Source: an optimization exercise on an open RTL-to-GDS flow (aim: small area and a short achievable clock period). Production flows keep margins and buffers that such runs may drop.
Where RTL was checked, it was by simulation tests only, not by an equivalence proof against the original.
The flow treats the clock pin as an ideal source, which a real chip does not have.
Power and IR drop assume default switching activity.

==> inputs of v15 <==
// psram_rsp
module psram_rsp #(
    parameter int unsigned MEM_AW = 8
) (
    input  logic        clk_i,
    input  logic        rst_i,
    input  logic [7:0]  cfg_rcmd_i,
    input  logic [7:0]  cfg_wcmd_i,
    input  logic [7:0]  cfg_mrcmd_i,
    input  logic [7:0]  cfg_mwcmd_i,
    input  logic [7:0]  cfg_rlc_i,
    input  logic [7:0]  cfg_wlc_i,
    input  logic        psram_sck_i,
    input  logic        psram_ce_i,
    input  logic [7:0]  psram_io_in_i,
    input  logic        psram_dqs_in_i,
    output logic [7:0]  psram_io_out_o,
    output logic        psram_io_en_o,
    output logic        psram_dqs_out_o,
    output logic        psram_dqs_en_o,
    output logic [31:0] mr_o,
    output logic        err_o
);
    localparam int NPS = 2, NRG = 4;
    localparam int S_IDLE = 0, S_INST = 1, S_ADDR = 2, S_LATN = 3,
                   S_WDATA = 4, S_RDATA = 5, S_MWR = 6, S_IGNR = 7;
    logic              sck_q, edge_q, rise_q, ce_q, dqs_q;
    logic [3:0]        colp_q;          
    logic [7:0]        io_q;
    logic [7:0]        st_q, st_d;
    logic              armed_q;
    logic              inst_got_q;
    logic [7:0]        opcode_q;
    logic [7:0]        ptr_q, ptr_d;
    logic [1:0]        byte_cnt_q;
    logic [7:0]        lat_q;
    logic              is_wr_q;
    logic              is_mr_q;
    logic [3:0][7:0]   mr_q;
    logic [7:0]        io_out_q;
  ...
clock: 6.0 ns
lec_check: 0
cap_margin: 20
core_margin: 2
core_utilization: 70
setup_slack_margin: 3.7
slew_margin: 20
standard.sh (not shown) runs the stock make flow with config.mk's settings and CLKGATE_MAP_FILE= SYNTH_SCRIPT=/design/flow/synth_recipe.tcl, a recipe that flattens the netlist after the stock synthesis.
==> flow/flow/run.sh <==
#!/bin/bash
# The standard layout (standard.sh), with these changes:
#  * plain buf_2 buffers on the ports instead of the delay buffers that buffer_ports
#    picks by default;
#  * clock tree synthesis without dummy loads, with clkbuf_16 buffers and larger sink
#    clusters than the default (fewer leaf buffers);
#  * after clock tree synthesis, flow/splitroot.tcl splits the root clock buffer into
#    four, each next to the loads it drives.
# ORFS's own logs stay in orfs/logs; standard.sh's output goes to standard.log.
set -e
bash standard.sh \
  BUFFER_PORTS_ARGS="-buffer_cell sky130_fd_sc_hd__buf_2" \
  CTS_ARGS="-sink_clustering_enable -repair_clock_nets -dont_use_dummy_load -buf_list sky130_fd_sc_hd__clkbuf_16 -sink_clustering_size 25 -sink_clustering_max_diameter 80" \
  POST_CTS_TCL="$PWD/flow/splitroot.tcl" \
  finish > standard.log 2>&1
Other scripts of this flow, unchanged in this note and not shown: flow/flow/splitroot.tcl
==> v14: changes against v15 <==
--- a/flow/design.v
+++ b/flow/design.v
@@ -37,20 +37,21 @@
     logic              is_mr_q;
     logic [3:0][7:0]   mr_q;
     logic [7:0]        io_out_q;
     logic              io_en_q;
     logic              dqs_out_q;
     logic              dqs_en_q;
     logic [3:0][7:0]   sd_q;            
-    logic [3:0][1:0]   sh_q;            
+    logic [3:0][3:0]   soh_q;           
     logic [3:0][3:0]   spos_q;          
+    logic [3:0]        sl0_q, sl8_q;    
     logic [3:0]        mwa_q;           
     logic [15:0][15:0][7:0] ring_q;     
     logic [3:0]        ph_q;
-    logic [15:0]       rsel_c;          
+    logic [15:0]       rsel_q, rsel_d;  
     logic [NPS-1:0][15:0] psel_q, psel_d;  
     logic [NRG-1:0][7:0] rdp_q;         
     logic edge_c, rise_c, go_c;
     logic [7:0] rd_or_c;
     logic idle_go_c, inst_cap_c, inst_go_c, addr_edge_c, addr4_c;
     logic m_r_c, m_w_c, m_mr_c, m_mw_c, any_lat_c;
     logic lat_rise_c, lat_done_c, rd_start_c, rd_edge_c, wr_edge_c, inc_c, mw_go_c;
@@ -153,62 +154,73 @@
     logic [15:0][7:0] rd_ring_c;
     logic [NRG-1:0][7:0] rd_grp_c;
     assign ld_col_c = colp_q;
     always_comb begin
         for (int g = 0; g < NPS; g++) begin
             if (addr_edge_c) begin
                 psel_d[g] = 16'b1 << ld_col_c;
-            end else if (inc_c && ptr_q[3:0] == 4'd15) begin
+            end else if (inc_c && rsel_q[15]) begin
                 psel_d[g] = {psel_q[g][13:0], psel_q[g][15:14]};
             end else begin
                 psel_d[g] = {psel_q[g][14:0], psel_q[g][15]};
             end
         end
-        rsel_c = 16'b1 << ptr_q[3:0];
+        if (addr_edge_c) begin
+            rsel_d = 16'b1 << io_q[3:0];
+        end else if (inc_c) begin
+            rsel_d = {rsel_q[14:0], rsel_q[15]};
+        end else begin
+            rsel_d = rsel_q;
+        end
     end
     always_comb begin
         for (int r = 0; r < 16; r++) begin
             rd_ring_c[r] = '0;
             for (int p = 0; p < 16; p++) begin
                 rd_ring_c[r] = rd_ring_c[r] | ({8{psel_q[r / (16 / NPS)][p]}} & ring_q[r][p]);
             end
         end
         for (int g = 0; g < NRG; g++) begin
             rd_grp_c[g] = '0;
             for (int r = (16 / NRG) * g; r < (16 / NRG) * (g + 1); r++) begin
-                rd_grp_c[g] = rd_grp_c[g] | ({8{rsel_c[r]}} & rd_ring_c[r]);
+                rd_grp_c[g] = rd_grp_c[g] | ({8{rsel_q[r]}} & rd_ring_c[r]);
             end
         end
     end
     always_comb begin
         rd_or_c = '0;
         for (int g = 0; g < NRG; g++) begin
             rd_or_c = rd_or_c | rdp_q[g];
         end
     end
     assign ld_pos_c = ptr_q[7:4] + ph_q;
     always_ff @(posedge clk_i) begin
         ptr_q  <= ptr_d;
         ph_q   <= ph_q + 4'd1;
+        rsel_q <= rsel_d;
         psel_q <= psel_d;
         rdp_q  <= rd_grp_c;
         for (int e = 0; e < 4; e++) begin
             if (wr_edge_c && dqs_q && ptr_q[1:0] == 2'(e)) begin
                 sd_q[e]   <= io_q;
-                sh_q[e]   <= ptr_q[3:2];
+                soh_q[e]  <= 4'b1 << ptr_q[3:2];
                 spos_q[e] <= ld_pos_c;
+                sl0_q[e]  <= (ld_pos_c == 4'd15);
+                sl8_q[e]  <= (ld_pos_c == 4'd7);
             end else begin
                 spos_q[e] <= spos_q[e] + 4'd1;
+                sl0_q[e]  <= (spos_q[e] == 4'd14);
+                sl8_q[e]  <= (spos_q[e] == 4'd6);
             end
         end
         for (int r = 0; r < 16; r++) begin
             for (int p = 0; p < 16; p++) begin
-                if (p == 0 && spos_q[r % 4] == 4'd15 && sh_q[r % 4] == 2'(r / 4)) begin
+                if (p == 0 && sl0_q[r % 4] && soh_q[r % 4][r / 4]) begin
                     ring_q[r][p] <= sd_q[r % 4];
-                end else if (p == 8 && spos_q[r % 4] == 4'd7 && sh_q[r % 4] == 2'(r / 4)) begin
+                end else if (p == 8 && sl8_q[r % 4] && soh_q[r % 4][r / 4]) begin
                     ring_q[r][p] <= sd_q[r % 4];
                 end else begin
                     ring_q[r][p] <= ring_q[r][(p + 15) % 16];
                 end
             end
         end
     end
==> flow/flow/run.sh (replaced) <==
#!/bin/bash
# The standard layout (standard.sh), with these changes:
#  * plain buf_4 buffers on the ports instead of the delay buffers that buffer_ports
#    picks by default;
#  * clock tree synthesis without dummy loads, with clkbuf_16 buffers and larger sink
#    clusters than the default (fewer leaf buffers);
#  * after clock tree synthesis, flow/splitroot.tcl splits the root clock buffer into
#    four, each next to the loads it drives.
# ORFS's own logs stay in orfs/logs; standard.sh's output goes to standard.log.
set -e
bash standard.sh \
  BUFFER_PORTS_ARGS="-buffer_cell sky130_fd_sc_hd__buf_4" \
  CTS_ARGS="-sink_clustering_enable -repair_clock_nets -dont_use_dummy_load -buf_list sky130_fd_sc_hd__clkbuf_16 -sink_clustering_size 20 -sink_clustering_max_diameter 70" \
  POST_CTS_TCL="$PWD/flow/splitroot.tcl" \
  finish > standard.log 2>&1
==> v24: changes against v15 <==
--- a/flow/design.v
+++ b/flow/design.v
@@ -37,20 +37,21 @@
     logic              is_mr_q;
     logic [3:0][7:0]   mr_q;
     logic [7:0]        io_out_q;
     logic              io_en_q;
     logic              dqs_out_q;
     logic              dqs_en_q;
     logic [3:0][7:0]   sd_q;            
-    logic [3:0][1:0]   sh_q;            
+    logic [3:0][3:0]   soh_q;           
     logic [3:0][3:0]   spos_q;          
+    logic [3:0]        sl0_q, sl8_q;    
     logic [3:0]        mwa_q;           
     logic [15:0][15:0][7:0] ring_q;     
     logic [3:0]        ph_q;
-    logic [15:0]       rsel_c;          
+    logic [15:0]       rsel_q, rsel_d;  
     logic [NPS-1:0][15:0] psel_q, psel_d;  
     logic [NRG-1:0][7:0] rdp_q;         
     logic edge_c, rise_c, go_c;
     logic [7:0] rd_or_c;
     logic idle_go_c, inst_cap_c, inst_go_c, addr_edge_c, addr4_c;
     logic m_r_c, m_w_c, m_mr_c, m_mw_c, any_lat_c;
     logic lat_rise_c, lat_done_c, rd_start_c, rd_edge_c, wr_edge_c, inc_c, mw_go_c;
@@ -153,62 +154,73 @@
     logic [15:0][7:0] rd_ring_c;
     logic [NRG-1:0][7:0] rd_grp_c;
     assign ld_col_c = colp_q;
     always_comb begin
         for (int g = 0; g < NPS; g++) begin
             if (addr_edge_c) begin
                 psel_d[g] = 16'b1 << ld_col_c;
-            end else if (inc_c && ptr_q[3:0] == 4'd15) begin
+            end else if (inc_c && rsel_q[15]) begin
                 psel_d[g] = {psel_q[g][13:0], psel_q[g][15:14]};
             end else begin
                 psel_d[g] = {psel_q[g][14:0], psel_q[g][15]};
             end
         end
-        rsel_c = 16'b1 << ptr_q[3:0];
+        if (addr_edge_c) begin
+            rsel_d = 16'b1 << io_q[3:0];
+        end else if (inc_c) begin
+            rsel_d = {rsel_q[14:0], rsel_q[15]};
+        end else begin
+            rsel_d = rsel_q;
+        end
     end
     always_comb begin
         for (int r = 0; r < 16; r++) begin
             rd_ring_c[r] = '0;
             for (int p = 0; p < 16; p++) begin
                 rd_ring_c[r] = rd_ring_c[r] | ({8{psel_q[r / (16 / NPS)][p]}} & ring_q[r][p]);
             end
         end
         for (int g = 0; g < NRG; g++) begin
             rd_grp_c[g] = '0;
             for (int r = (16 / NRG) * g; r < (16 / NRG) * (g + 1); r++) begin
-                rd_grp_c[g] = rd_grp_c[g] | ({8{rsel_c[r]}} & rd_ring_c[r]);
+                rd_grp_c[g] = rd_grp_c[g] | ({8{rsel_q[r]}} & rd_ring_c[r]);
             end
         end
     end
     always_comb begin
         rd_or_c = '0;
         for (int g = 0; g < NRG; g++) begin
             rd_or_c = rd_or_c | rdp_q[g];
         end
     end
     assign ld_pos_c = ptr_q[7:4] + ph_q;
     always_ff @(posedge clk_i) begin
         ptr_q  <= ptr_d;
         ph_q   <= ph_q + 4'd1;
+        rsel_q <= rsel_d;
         psel_q <= psel_d;
         rdp_q  <= rd_grp_c;
         for (int e = 0; e < 4; e++) begin
             if (wr_edge_c && dqs_q && ptr_q[1:0] == 2'(e)) begin
                 sd_q[e]   <= io_q;
-                sh_q[e]   <= ptr_q[3:2];
+                soh_q[e]  <= 4'b1 << ptr_q[3:2];
                 spos_q[e] <= ld_pos_c;
+                sl0_q[e]  <= (ld_pos_c == 4'd15);
+                sl8_q[e]  <= (ld_pos_c == 4'd7);
             end else begin
                 spos_q[e] <= spos_q[e] + 4'd1;
+                sl0_q[e]  <= (spos_q[e] == 4'd14);
+                sl8_q[e]  <= (spos_q[e] == 4'd6);
             end
         end
         for (int r = 0; r < 16; r++) begin
             for (int p = 0; p < 16; p++) begin
-                if (p == 0 && spos_q[r % 4] == 4'd15 && sh_q[r % 4] == 2'(r / 4)) begin
+                if (p == 0 && sl0_q[r % 4] && soh_q[r % 4][r / 4]) begin
                     ring_q[r][p] <= sd_q[r % 4];
-                end else if (p == 8 && spos_q[r % 4] == 4'd7 && sh_q[r % 4] == 2'(r / 4)) begin
+                end else if (p == 8 && sl8_q[r % 4] && soh_q[r % 4][r / 4]) begin
                     ring_q[r][p] <= sd_q[r % 4];
                 end else begin
                     ring_q[r][p] <= ring_q[r][(p + 15) % 16];
                 end
             end
         end
     end
==> flow/flow/run.sh (replaced) <==
#!/bin/bash
# The standard layout (standard.sh), with these changes:
#  * plain buf_4 buffers on the ports instead of the delay buffers that buffer_ports
#    picks by default;
#  * clock tree synthesis without dummy loads, with clkbuf_16 buffers and larger sink
#    clusters than the default (fewer leaf buffers);
#  * after clock tree synthesis, flow/splitroot.tcl splits the root clock buffer into
#    four, each next to the loads it drives.
# ORFS's own logs stay in orfs/logs; standard.sh's output goes to standard.log.
set -e
bash standard.sh \
  BUFFER_PORTS_ARGS="-buffer_cell sky130_fd_sc_hd__buf_4" \
  CTS_ARGS="-sink_clustering_enable -repair_clock_nets -dont_use_dummy_load -buf_list sky130_fd_sc_hd__clkbuf_16 -sink_clustering_size 25 -sink_clustering_max_diameter 80" \
  POST_CTS_TCL="$PWD/flow/splitroot.tcl" \
  finish > standard.log 2>&1
CORE_UTILIZATION = 80   (was 70)
==> summary.txt <==
v15 completed without violations. v14 produced a clean layout. v24 finished but fails on max-capacitance violations, max-slew violations. Register-to-register slack: v15 > v14 > v24. The lowest worst hold slack belongs to v24, the highest to v15. Between v14 and v15, the lower flip-flop and latch count is in v15 (gap 32). The lowest setup slack belongs to v24, the highest to v15. Total power: v24 is smaller than v14 (about 4.3%). In v15 the first-iteration DRC count is smaller than in v24, by about 12%. Die area: v24 is lower than v15 (about 12%). Between v24 and v15, the lower combinational power is in v15 (gap about 15%, measured against v15). Final area: v15 < v24 < v14. Via count, highest first: v24, v14, v15.
==> figures <==
metric	v24	v14	v15
Seq Cell Count	2308	2308	2276
Drt first pass iters	8	6	5
Comb_multi_in	2106	2107	2049
Worst EP required	6410 ps	6380 ps	6440 ps
Final-layout fill cell count	3438	5812	5833
Combined area of the multi-input logic cells	17200 sq um	17300 sq um	17300 sq um
Routed via count divided by cell count	7.46	6.80	6.89
Largest vdd supply drop	0.387 mV	0.346 mV	0.250 mV
Switching share of power	0.206	0.204	0.204
Combined buffer and inverter count along the critical path	3	4	1
Maximum frequency from static timing analysis	396 MHz	411 MHz	425 MHz
Xor/xnor cell area share of the yosys netlist	0.00829	0.00829	0.00820
Fraction of the mapped netlist area in compound gates	0.151	0.151	0.158
HPWL after detailed placement	104000 microns	105000 microns	103000 microns
Met1 Use GR	0.561	0.500	0.542
Proportion of layout cells with a drive suffix above 1	0.153	0.157	0.168
Post-synth top area share	0.659	0.659	0.660
Run status	complete, but fails checks	finished clean	finished clean
Layout check failures	max-capacitance violations, max-slew violations	-	-
Core occupancy in the finished layout	0.884	0.775	0.770
Met2 Use GR	0.668	0.591	0.553
Critical Path Sink	psel_q[5]	psel_q[30]	rdp_q[9]
Arrival time of data at the critical path endpoint	2940 ps	2810 ps	2790 ps
The RTL of v15 was laid out without a check of its function.

==> port drivers added, routing unchanged <==
The flow's constraints put no driver on any port. The routed layouts listed below were extracted and timed again, unchanged, in two steps. Step 1 sets driving cells, clkbuf_16 on the clock port and buf_2 on the other inputs (assumed; they add their load-dependent delay and slew). Step 2 adds t to the input delays and takes it off the output delays; t is the mean of the earliest and latest rising clock arrival at the registers after step 1. Input paths then give back, and output paths get back, about the clock's delay inside the block. a / b / c = ideal ports / drivers / drivers and shift; a / b = the first two.
| run | shift t [ns] | slack for setup (ns) | hold WS [ns] | worst setup path at the end | clock arrival spread, ns |
|---|---|---|---|---|---|
| v15 | 0.688 | 3.650 / 3.507 / 3.296 | 0.323 / 0.323 / 0.323 | input to register | 0.093 / 0.093 |
| v14 | 0.680 | 3.569 / 3.522 / 3.186 | 0.322 / 0.322 / 0.322 | input to register | 0.053 / 0.052 |
| v24 | 0.693 | 3.476 / 3.476 / 2.960 | 0.307 / 0.308 / 0.308 | input to register | 0.075 / 0.075 |
The setup slack of v24, which loses most, moves by 0.000 ns with the drivers and by -0.516 ns with both steps.
